This is an optimization exercise on Yosys and OpenROAD, whose aim is small area, not a production implementation. The RTL was checked by simulation tests, not by an equivalence proof against the original design. Power is estimated from default activity; no workload was simulated.

==> inputs of 08-21 <==
==> flow/design.v <==
module wbrf_wbit (input logic we, input logic we_n, input logic dp, input logic q,
                  output logic y);
  assign y = ~((we | q) & (we_n | dp));
endmodule
module wbrf_aoi222 (input logic a1, input logic a2, input logic b1, input logic b2,
                    input logic c1, input logic c2, output logic y);
  assign y = ~((a1 & a2) | (b1 & b2) | (c1 & c2));
endmodule
module wbrf_ao221 (input logic a1, input logic a2, input logic b1, input logic b2,
                   input logic c, output logic y);
  assign y = (a1 & a2) | (b1 & b2) | c;
endmodule
module wbrf_nand4 (input logic a, input logic b, input logic c, input logic d,
                   output logic y);
  assign y = ~(a & b & c & d);
endmodule
module wbrf_nand3 (input logic a, input logic b, input logic c, output logic y);
  assign y = ~(a & b & c);
endmodule
module wbrf_inv (input logic a, output logic y);
  assign y = ~a;
endmodule
module wbrf_nand2 (input logic a, input logic b, output logic y);
  assign y = ~(a & b);
endmodule
module wbrf_or4 (input logic a, input logic b, input logic c, input logic d, output logic y);
  assign y = a | b | c | d;
endmodule
module wbrf_and2 (input logic a, input logic b, output logic y);
  assign y = a & b;
endmodule
module wbrf_and3 (input logic a, input logic b, input logic c, output logic y);
  assign y = a & b & c;
endmodule
module wbrf_or2 (input logic a, input logic b, output logic y);
  assign y = a | b;
endmodule
module wbrf_a21o (input logic a1, input logic a2, input logic b, output logic y);
  assign y = (a1 & a2) | b;
endmodule
module wbrf_hit (input logic we, input logic [4:0] a, input logic [4:0] b, output logic y);
  assign y = we && a == b;
endmodule
module wbrf_xor2 (input logic a, input logic b, output logic y);
  assign y = a ^ b;
endmodule
module wbrf_or3 (input logic a, input logic b, input logic c, output logic y);
  assign y = a | b | c;
endmodule
module wbrf_rdbit #(parameter bit EXTRA = 1'b0) (
  input  logic [31:0] sel,
  input  logic [31:0] d,
  input  logic        extra,
  output logic        y
);
  logic [9:0] l;
  logic [2:0] g;
  logic       h;
  for (genvar k = 0; k < 10; k++) begin : g_aoi
    wbrf_aoi222 u (.a1(sel[3*k]), .a2(d[3*k]), .b1(sel[3*k+1]), .b2(d[3*k+1]),
                   .c1(sel[3*k+2]), .c2(d[3*k+2]), .y(l[k]));
  end
  wbrf_nand4 u_n0 (.a(l[0]), .b(l[1]), .c(l[2]), .d(l[3]), .y(g[0]));
  wbrf_nand4 u_n1 (.a(l[4]), .b(l[5]), .c(l[6]), .d(l[7]), .y(g[1]));
  wbrf_nand2 u_n2 (.a(l[8]), .b(l[9]), .y(g[2]));
  wbrf_ao221 u_a  (.a1(sel[30]), .a2(d[30]), .b1(sel[31]), .b2(d[31]), .c(g[2]), .y(h));
  if (EXTRA) begin : g_x
    wbrf_or4 u_o (.a(g[0]), .b(g[1]), .c(h), .d(extra), .y(y));
  end else begin : g_n
    wbrf_or3 u_o (.a(g[0]), .b(g[1]), .c(h), .y(y));
  end
endmodule
module wbrf_busyrd (input logic [3:0] lo, input logic [7:0] hi, input logic [31:1] busy,
                    output logic y);
  logic [7:0] l, m;
  logic [7:1] n;
  logic [1:0] h;
  logic       g;
  wbrf_aoi222 u_l0 (.a1(lo[1]), .a2(busy[1]), .b1(lo[2]), .b2(busy[2]), .c1(lo[3]), .c2(busy[3]),
                    .y(l[0]));
  wbrf_inv u_m0 (.a(l[0]), .y(m[0]));
  for (genvar k = 1; k < 8; k++) begin : g_k
    wbrf_aoi222 u_l (.a1(lo[0]), .a2(busy[4*k]), .b1(lo[1]), .b2(busy[4*k+1]),
                     .c1(lo[2]), .c2(busy[4*k+2]), .y(l[k]));
    wbrf_nand2 u_n (.a(lo[3]), .b(busy[4*k+3]), .y(n[k]));
    wbrf_nand2 u_m (.a(l[k]), .b(n[k]), .y(m[k]));
  end
  wbrf_aoi222 u_h0 (.a1(hi[0]), .a2(m[0]), .b1(hi[1]), .b2(m[1]), .c1(hi[2]), .c2(m[2]), .y(h[0]));
  wbrf_aoi222 u_h1 (.a1(hi[3]), .a2(m[3]), .b1(hi[4]), .b2(m[4]), .c1(hi[5]), .c2(m[5]), .y(h[1]));
  wbrf_nand2 u_g (.a(h[0]), .b(h[1]), .y(g));
  wbrf_ao221 u_y (.a1(hi[6]), .a2(m[6]), .b1(hi[7]), .b2(m[7]), .c(g), .y(y));
endmodule
module wbrf_rdport #(parameter logic [31:0] INIT = 32'h0) (
  input  logic [31:0]       sel,    
  input  logic              init,   
  input  logic              ph,
  input  logic [31:0]       wb_val,
  input  logic [31:1][31:0] regs,
  output logic [31:0]       y
);
  for (genvar b = 0; b < 32; b++) begin : g_bit
    logic [31:0] d;
    logic        yp;
    assign d[0] = wb_val[b];
    for (genvar i = 1; i < 32; i++) begin : g_d
      assign d[i] = regs[i][b];
    end
    wbrf_rdbit #(.EXTRA(INIT[b])) u (.sel(sel), .d(d), .extra(init), .y(yp));
    wbrf_xor2 u_x (.a(yp), .b(ph), .y(y[b]));
  end
endmodule
module wb_regfile #(
  parameter logic [31:0] SP_INIT = 32'h0001_0000
) (
  input  logic        clk_in,
  input  logic        rst_in,
  input  logic        rdy_in,
  input  logic [4:0]  wb_rd_addr,
  input  logic [31:0] wb_rd_val,
  input  logic [6:0]  wb_ins_type,
  input  logic        iss_valid,
  input  logic [4:0]  iss_rd_addr,
  input  logic [4:0]  rs1_addr,
  input  logic [4:0]  rs2_addr,
  output logic [31:0] rs1_val,
  output logic [31:0] rs2_val,
  output logic        rs1_busy,
  output logic        rs2_busy,
  output logic        stall_req
);
  logic [31:1][31:0] regs, regs_nxt;
  logic [31:1] valid, valid_nxt;
  logic [31:1] busy, busy_nxt;
  logic        op_we, wb_we, hit1, hit2, init1, init2, valid2_n;
  logic [3:0]  wlo, wlo_n, slo, rlo1, rlo2;
  logic [7:0]  whi_n;
  logic [7:0]  whi, shi, rhi1, rhi2;
  logic [31:1] wr, wr_n, set;
  logic [31:0] sel1, sel2;
  logic        phase, ph1, ph2;
  logic [31:0] wb_dp;
  assign op_we = wb_ins_type == 7'b0110111 || wb_ins_type == 7'b0010111 ||
                 wb_ins_type == 7'b1101111 || wb_ins_type == 7'b1100111 ||
                 wb_ins_type == 7'b0000011 || wb_ins_type == 7'b0010011 ||
                 wb_ins_type == 7'b0110011;
  assign wb_we = op_we && wb_rd_addr != 5'd0;
  wbrf_hit u_hit1 (.we(wb_we), .a(wb_rd_addr), .b(rs1_addr), .y(hit1));
  wbrf_hit u_hit2 (.we(wb_we), .a(wb_rd_addr), .b(rs2_addr), .y(hit2));
  always_comb begin
    for (int j = 0; j < 4; j++) begin
      wlo[j]  = wb_rd_addr[1:0] == 2'(j);
      wlo_n[j] = !wlo[j];
      slo[j]  = iss_rd_addr[1:0] == 2'(j);
      rlo1[j] = rs1_addr[1:0] == 2'(j) && !hit1;
      rlo2[j] = rs2_addr[1:0] == 2'(j) && !hit2;
    end
    for (int k = 0; k < 8; k++) begin
      whi[k]  = wb_rd_addr[4:2] == 3'(k) && rdy_in && op_we;
      whi_n[k] = !whi[k];
      shi[k]  = iss_rd_addr[4:2] == 3'(k) && rdy_in && iss_valid;
      rhi1[k] = rs1_addr[4:2] == 3'(k);
      rhi2[k] = rs2_addr[4:2] == 3'(k);
    end
  end
  assign sel1[0] = hit1;
  assign sel2[0] = hit2;
  for (genvar i = 1; i < 32; i++) begin : g_dec
    wbrf_and2  u_wr  (.a(wlo[i % 4]), .b(whi[i / 4]), .y(wr[i]));
    wbrf_or2   u_wrn (.a(wlo_n[i % 4]), .b(whi_n[i / 4]), .y(wr_n[i]));
    wbrf_and2  u_set (.a(slo[i % 4]), .b(shi[i / 4]), .y(set[i]));
    wbrf_and3  u_s1  (.a(rlo1[i % 4]), .b(rhi1[i / 4]), .c(valid[i]), .y(sel1[i]));
    wbrf_and3  u_s2  (.a(rlo2[i % 4]), .b(rhi2[i / 4]), .c(valid[i]), .y(sel2[i]));
    wbrf_a21o  u_bn  (.a1(busy[i]), .a2(wr_n[i]), .b(set[i]), .y(busy_nxt[i]));
    wbrf_or2   u_vn  (.a(valid[i]), .b(wr[i]), .y(valid_nxt[i]));
  end
  assign valid2_n = !valid[2];
  wbrf_and3 u_i1 (.a(rlo1[2]), .b(rhi1[0]), .c(valid2_n), .y(init1));
  wbrf_and3 u_i2 (.a(rlo2[2]), .b(rhi2[0]), .c(valid2_n), .y(init2));
  assign ph1 = phase && |sel1[31:1];
  assign ph2 = phase && |sel2[31:1];
  wbrf_rdport #(.INIT(SP_INIT)) u_rd1 (.sel(sel1), .init(init1), .ph(ph1), .wb_val(wb_rd_val),
                                       .regs(regs), .y(rs1_val));
  wbrf_rdport #(.INIT(SP_INIT)) u_rd2 (.sel(sel2), .init(init2), .ph(ph2), .wb_val(wb_rd_val),
                                       .regs(regs), .y(rs2_val));
  wbrf_busyrd u_b1 (.lo(rlo1), .hi(rhi1), .busy(busy), .y(rs1_busy));
  wbrf_busyrd u_b2 (.lo(rlo2), .hi(rhi2), .busy(busy), .y(rs2_busy));
  assign stall_req = rs1_busy || rs2_busy;
  for (genvar b = 0; b < 32; b++) begin : g_dp
    wbrf_xor2 u (.a(wb_rd_val[b]), .b(phase), .y(wb_dp[b]));
  end
  for (genvar i = 1; i < 32; i++) begin : g_wr
    for (genvar b = 0; b < 32; b++) begin : g_b
      wbrf_wbit u (.we(wr[i]), .we_n(wr_n[i]), .dp(wb_dp[b]), .q(regs[i][b]),
                   .y(regs_nxt[i][b]));
    end
  end
  always_ff @(posedge clk_in) regs <= regs_nxt;
  always_ff @(posedge clk_in or posedge rst_in) begin
    if (rst_in) begin
      phase <= 1'b0;
      valid <= '0;
      busy <= '0;
    end else begin
      phase <= !phase;
      valid <= valid_nxt;
      busy <= busy_nxt;
    end
  end
endmodule
==> flow/flow/run.sh <==
#!/bin/bash
# Standard ORFS layout (the standard.sh) with two changes:
# - every input and output port still gets its own buffer, but a buf_1 instead of the
#   slow clkdlybuf4s50_1 that buffer_ports picks by default;
# - before global placement, weak drivers of high-fanout nets (the per-register decode
#   gates) are upsized to their _4 variant, which is smaller than the driver plus the
#   buffer the resizer would otherwise add.
set -euo pipefail
export BUFFER_PORTS_ARGS="-buffer_cell sky130_fd_sc_hd__buf_1"
export PRE_GLOBAL_PLACE_TCL="$PWD/flow/upsize_drivers.tcl"
bash standard.sh > standard.log 2>&1
==> flow/flow/upsize_drivers.tcl <==
# upsize weak drivers of high-fanout nets to their _4 variant, where that is smaller than
# the driver plus a buffer
set up_map {and2_1 and2_4 and2_0 and2_4 and3_1 and3_4 or2_1 or2_4 or2_0 or2_4 a21o_1 a21o_2}
set n 0
foreach inst [[ord::get_db_block] getInsts] {
  set m [[$inst getMaster] getName]
  if {![regexp {^sky130_fd_sc_hd__(.*)$} $m -> short]} continue
  if {![dict exists $up_map $short]} continue
  set fo 0
  foreach it [$inst getITerms] {
    if {[$it isOutputSignal] && [$it getNet] != "NULL"} { set fo [expr {[llength [[$it getNet] getITerms]] - 1}] }
  }
  if {$fo >= 16} {
    $inst swapMaster [[ord::get_db] findMaster sky130_fd_sc_hd__[dict get $up_map $short]]
    incr n
  }
}
puts "hook: upsized $n drivers"
==> flow/standard.sh <==
#!/bin/bash
# synth_recipe.tcl (not shown) runs the flow's synth.tcl, then flattens the netlist and writes it again
# the make line also repeats each setting of config.mk as NAME=value (left out here)
make -C /OpenROAD-flow-scripts/flow DESIGN_CONFIG=/design/flow/config.mk WORK_HOME=/design/flow/orfs CLKGATE_MAP_FILE= SYNTH_SCRIPT=/design/flow/synth_recipe.tcl "${@:-finish}"
==> flow/config.mk <==
export PLATFORM = sky130hd
export DESIGN_NAME = wb_regfile
export DESIGN_NICKNAME = wb_regfile
export VERILOG_FILES = /design/flow/design.v
export SDC_FILE = /design/flow/constraint.sdc
export NUM_CORES = 8
export LEC_CHECK = 0
export CAP_MARGIN = 20
export CORE_MARGIN = 2
export CORE_UTILIZATION = 45
export CTS_BUF_LIST = sky130_fd_sc_hd__clkbuf_8
export CTS_CLUSTER_DIAMETER = 100
export CTS_CLUSTER_SIZE = 15
export SETUP_SLACK_MARGIN = 0.3
export SLEW_MARGIN = 20
export SYNTH_HIERARCHICAL = 1
export SYNTH_MINIMUM_KEEP_SIZE = 0
==> flow/constraint.sdc <==
create_clock -name core_clock -period 8.0 [get_ports {clk_in}]
set_input_delay 1.6000 -clock core_clock [delete_from_list [all_inputs] [get_ports {clk_in}]]
set_output_delay 1.6000 -clock core_clock [all_outputs]
set_load 0.01 [all_outputs]
==> 06-20: changes against 08-21 <==
==> flow/design.v, changed modules only <==
module wb_regfile #(
  parameter logic [31:0] SP_INIT = 32'h0001_0000
) (
  input  logic        clk_in,
  input  logic        rst_in,
  input  logic        rdy_in,
  input  logic [4:0]  wb_rd_addr,
  input  logic [31:0] wb_rd_val,
  input  logic [6:0]  wb_ins_type,
  input  logic        iss_valid,
  input  logic [4:0]  iss_rd_addr,
  input  logic [4:0]  rs1_addr,
  input  logic [4:0]  rs2_addr,
  output logic [31:0] rs1_val,
  output logic [31:0] rs2_val,
  output logic        rs1_busy,
  output logic        rs2_busy,
  output logic        stall_req
);
  logic [31:1][31:0] regs, regs_nxt;
  logic [31:1] valid, valid_nxt;
  logic [31:1] busy, busy_nxt;
  logic        op_we, wb_we, hit1, hit2, init1, init2, valid2_n;
  logic [3:0]  wlo, slo, rlo1, rlo2;
  logic [7:0]  whi, shi, rhi1, rhi2;
  logic [31:1] wr, wr_n, set;
  logic [31:0] sel1, sel2;
  logic        phase, ph1, ph2;
  logic [31:0] wb_dp;
  assign op_we = wb_ins_type == 7'b0110111 || wb_ins_type == 7'b0010111 ||
                 wb_ins_type == 7'b1101111 || wb_ins_type == 7'b1100111 ||
                 wb_ins_type == 7'b0000011 || wb_ins_type == 7'b0010011 ||
                 wb_ins_type == 7'b0110011;
  assign wb_we = op_we && wb_rd_addr != 5'd0;
  wbrf_hit u_hit1 (.we(wb_we), .a(wb_rd_addr), .b(rs1_addr), .y(hit1));
  wbrf_hit u_hit2 (.we(wb_we), .a(wb_rd_addr), .b(rs2_addr), .y(hit2));
  always_comb begin
    for (int j = 0; j < 4; j++) begin
      wlo[j]  = wb_rd_addr[1:0] == 2'(j);
      slo[j]  = iss_rd_addr[1:0] == 2'(j);
      rlo1[j] = rs1_addr[1:0] == 2'(j) && !hit1;
      rlo2[j] = rs2_addr[1:0] == 2'(j) && !hit2;
    end
    for (int k = 0; k < 8; k++) begin
      whi[k]  = wb_rd_addr[4:2] == 3'(k) && rdy_in && op_we;
      shi[k]  = iss_rd_addr[4:2] == 3'(k) && rdy_in && iss_valid;
      rhi1[k] = rs1_addr[4:2] == 3'(k);
      rhi2[k] = rs2_addr[4:2] == 3'(k);
    end
  end
  assign sel1[0] = hit1;
  assign sel2[0] = hit2;
  for (genvar i = 1; i < 32; i++) begin : g_dec
    wbrf_and2  u_wr  (.a(wlo[i % 4]), .b(whi[i / 4]), .y(wr[i]));
    wbrf_nand2 u_wrn (.a(wlo[i % 4]), .b(whi[i / 4]), .y(wr_n[i]));
    wbrf_and2  u_set (.a(slo[i % 4]), .b(shi[i / 4]), .y(set[i]));
    wbrf_and3  u_s1  (.a(rlo1[i % 4]), .b(rhi1[i / 4]), .c(valid[i]), .y(sel1[i]));
    wbrf_and3  u_s2  (.a(rlo2[i % 4]), .b(rhi2[i / 4]), .c(valid[i]), .y(sel2[i]));
    wbrf_a21o  u_bn  (.a1(busy[i]), .a2(wr_n[i]), .b(set[i]), .y(busy_nxt[i]));
    wbrf_or2   u_vn  (.a(valid[i]), .b(wr[i]), .y(valid_nxt[i]));
  end
  assign valid2_n = !valid[2];
  wbrf_and3 u_i1 (.a(rlo1[2]), .b(rhi1[0]), .c(valid2_n), .y(init1));
  wbrf_and3 u_i2 (.a(rlo2[2]), .b(rhi2[0]), .c(valid2_n), .y(init2));
  assign ph1 = phase && |sel1[31:1];
  assign ph2 = phase && |sel2[31:1];
  wbrf_rdport #(.INIT(SP_INIT)) u_rd1 (.sel(sel1), .init(init1), .ph(ph1), .wb_val(wb_rd_val),
                                       .regs(regs), .y(rs1_val));
  wbrf_rdport #(.INIT(SP_INIT)) u_rd2 (.sel(sel2), .init(init2), .ph(ph2), .wb_val(wb_rd_val),
                                       .regs(regs), .y(rs2_val));
  assign rs1_busy = busy[rs1_addr] && rs1_addr != 5'd0 && !hit1;
  assign rs2_busy = busy[rs2_addr] && rs2_addr != 5'd0 && !hit2;
  assign stall_req = rs1_busy || rs2_busy;
  for (genvar b = 0; b < 32; b++) begin : g_dp
    wbrf_xor2 u (.a(wb_rd_val[b]), .b(phase), .y(wb_dp[b]));
  end
  for (genvar i = 1; i < 32; i++) begin : g_wr
    for (genvar b = 0; b < 32; b++) begin : g_b
      wbrf_wbit u (.we(wr[i]), .we_n(wr_n[i]), .dp(wb_dp[b]), .q(regs[i][b]),
                   .y(regs_nxt[i][b]));
    end
  end
  always_ff @(posedge clk_in) regs <= regs_nxt;
  always_ff @(posedge clk_in or posedge rst_in) begin
    if (rst_in) begin
      phase <= 1'b0;
      valid <= '0;
      busy <= '0;
    end else begin
      phase <= !phase;
      valid <= valid_nxt;
      busy <= busy_nxt;
    end
  end
endmodule
// module wbrf_inv removed
// module wbrf_busyrd removed
==> flow/run.sh (new file) <==
#!/bin/bash
# synth_recipe.tcl (not shown) runs the flow's synth.tcl, then flattens the netlist and writes it again
# the make line also repeats each setting of config.mk as NAME=value (left out here)
make -C /OpenROAD-flow-scripts/flow DESIGN_CONFIG=/design/flow/config.mk WORK_HOME=/design/flow/orfs CLKGATE_MAP_FILE= SYNTH_SCRIPT=/design/flow/synth_recipe.tcl finish
Settings changed: CTS_CLUSTER_SIZE 15 to 12, SETUP_SLACK_MARGIN 0.3 to 0.6.
removed: flow/flow/run.sh
removed: flow/flow/upsize_drivers.tcl
removed: flow/standard.sh
==> 03-17: changes against 08-21 <==
--- a/flow/design.v
+++ b/flow/design.v
@@ -15,7 +15,4 @@
   assign y = ~(a & b & c & d);
 endmodule
-module wbrf_nand3 (input logic a, input logic b, input logic c, output logic y);
-  assign y = ~(a & b & c);
-endmodule
 module wbrf_inv (input logic a, output logic y);
   assign y = ~a;
@@ -36,6 +33,7 @@
   assign y = a | b;
 endmodule
-module wbrf_a21o (input logic a1, input logic a2, input logic b, output logic y);
-  assign y = (a1 & a2) | b;
+module wbrf_a22o (input logic a1, input logic a2, input logic b1, input logic b2,
+                  output logic y);
+  assign y = (a1 & a2) | (b1 & b2);
 endmodule
 module wbrf_hit (input logic we, input logic [4:0] a, input logic [4:0] b, output logic y);
@@ -136,5 +134,5 @@
   logic [7:0]  whi_n;
   logic [7:0]  whi, shi, rhi1, rhi2;
-  logic [31:1] wr, wr_n, set;
+  logic [31:1] wr, wr_n;
   logic [31:0] sel1, sel2;
   logic        phase, ph1, ph2;
@@ -168,8 +166,8 @@
     wbrf_and2  u_wr  (.a(wlo[i % 4]), .b(whi[i / 4]), .y(wr[i]));
     wbrf_or2   u_wrn (.a(wlo_n[i % 4]), .b(whi_n[i / 4]), .y(wr_n[i]));
-    wbrf_and2  u_set (.a(slo[i % 4]), .b(shi[i / 4]), .y(set[i]));
     wbrf_and3  u_s1  (.a(rlo1[i % 4]), .b(rhi1[i / 4]), .c(valid[i]), .y(sel1[i]));
     wbrf_and3  u_s2  (.a(rlo2[i % 4]), .b(rhi2[i / 4]), .c(valid[i]), .y(sel2[i]));
-    wbrf_a21o  u_bn  (.a1(busy[i]), .a2(wr_n[i]), .b(set[i]), .y(busy_nxt[i]));
+    wbrf_a22o  u_bn  (.a1(busy[i]), .a2(wr_n[i]), .b1(slo[i % 4]), .b2(shi[i / 4]),
+                      .y(busy_nxt[i]));
     wbrf_or2   u_vn  (.a(valid[i]), .b(wr[i]), .y(valid_nxt[i]));
   end
Settings changed: SETUP_SLACK_MARGIN 0.3 to default.
==> comparison table <==
| item | 06-20 | 03-17 | 08-21 |
|---|---|---|---|
| Run status | no timing/DRC/antenna violations | no timing/DRC/antenna violations | no timing/DRC/antenna violations |
| Placed insts | 4,974 | 4,804 | 4,865 |
| Actual transition at the worst max-transition pin | 1.27 ns | 1.12 ns | 1.18 ns |
| Share of synthesized area occupied by flip-flops and latches | 0.538 | 0.545 | 0.543 |
| Critical path arrival | 5.95 ns | 6.08 ns | 6.08 ns |
| Hpwl dp | 115,000 um | 107,000 um | 111,000 um |
| Iteration count of the initial detailed-routing pass | 14 | 22 | 14 |
| RSZ-0062 raised after global routing | yes | no | no |
| Vias in the first global route | 38.1k | 37.9k | 37.1k |
| Per-cell via count in the routed design | 8.27 | 8.44 | 8.28 |
| Slack of the worst reg-to-reg path | 5.24 ns | 5.42 ns | 5.15 ns |
| Switching power as a share of total power | 0.254 | 0.255 | 0.254 |
| Hold-critical path endpoint | regs[858] | regs[703] | regs[749] |
| Internal cell power | 6.89 mW | 6.67 mW | 6.64 mW |
| Reg clk slew, reported paths | 0.08 ns | 0.10 ns | 0.09 ns |
| Multi-Input Combinational | 2,440 | 2,401 | 2,432 |
| Mean instance size in the synthesized netlist | 11.3 um2 | 11.3 um2 | 11.3 um2 |
| Drt total wl | 193,000 um | 195,000 um | 190,000 um |
| P_leak | 17.5 nW | 15.7 nW | 16.1 nW |
| Number of logic inverters in the finished layout | 7 | 9 | 9 |
| Die width | 302 um | 300 um | 300 um |
| Initial core utilization | 0.452 | 0.454 | 0.455 |

re-timing with driven ports:
How much do the figures lean on ideal ports? The routed layouts below were timed once more, with nothing changed but the port constraints. Step 1, drivers: a clkbuf_16 drives clk_in and a buf_2 each remaining input, both assumed. Step 2, shift: input delay + t, output delay - t, t = (earliest + latest rising clock arrival at the registers) / 2. This alone moves slack from input paths to output paths. Three values: ideal ports, drivers, drivers and shift; two values: the first two.
run | shift t [ns] | slack for setup (ns) | clock arrival spread, ns | worst data-port slew with drivers (ns)
08-21 | 0.804 | 0.322 / 0.301 / 0.301 | 0.046 / 0.047 | 0.09
06-20 | 0.830 | 0.447 / 0.424 / 0.424 | 0.054 / 0.054 | 0.04
03-17 | 0.813 | 0.317 / 0.295 / 0.295 | 0.045 / 0.044 | 0.10
After both steps every run listed still meets setup and hold. For 06-20, which loses most, drivers alone change the setup slack by -0.023 ns; drivers and shift together by -0.023 ns.
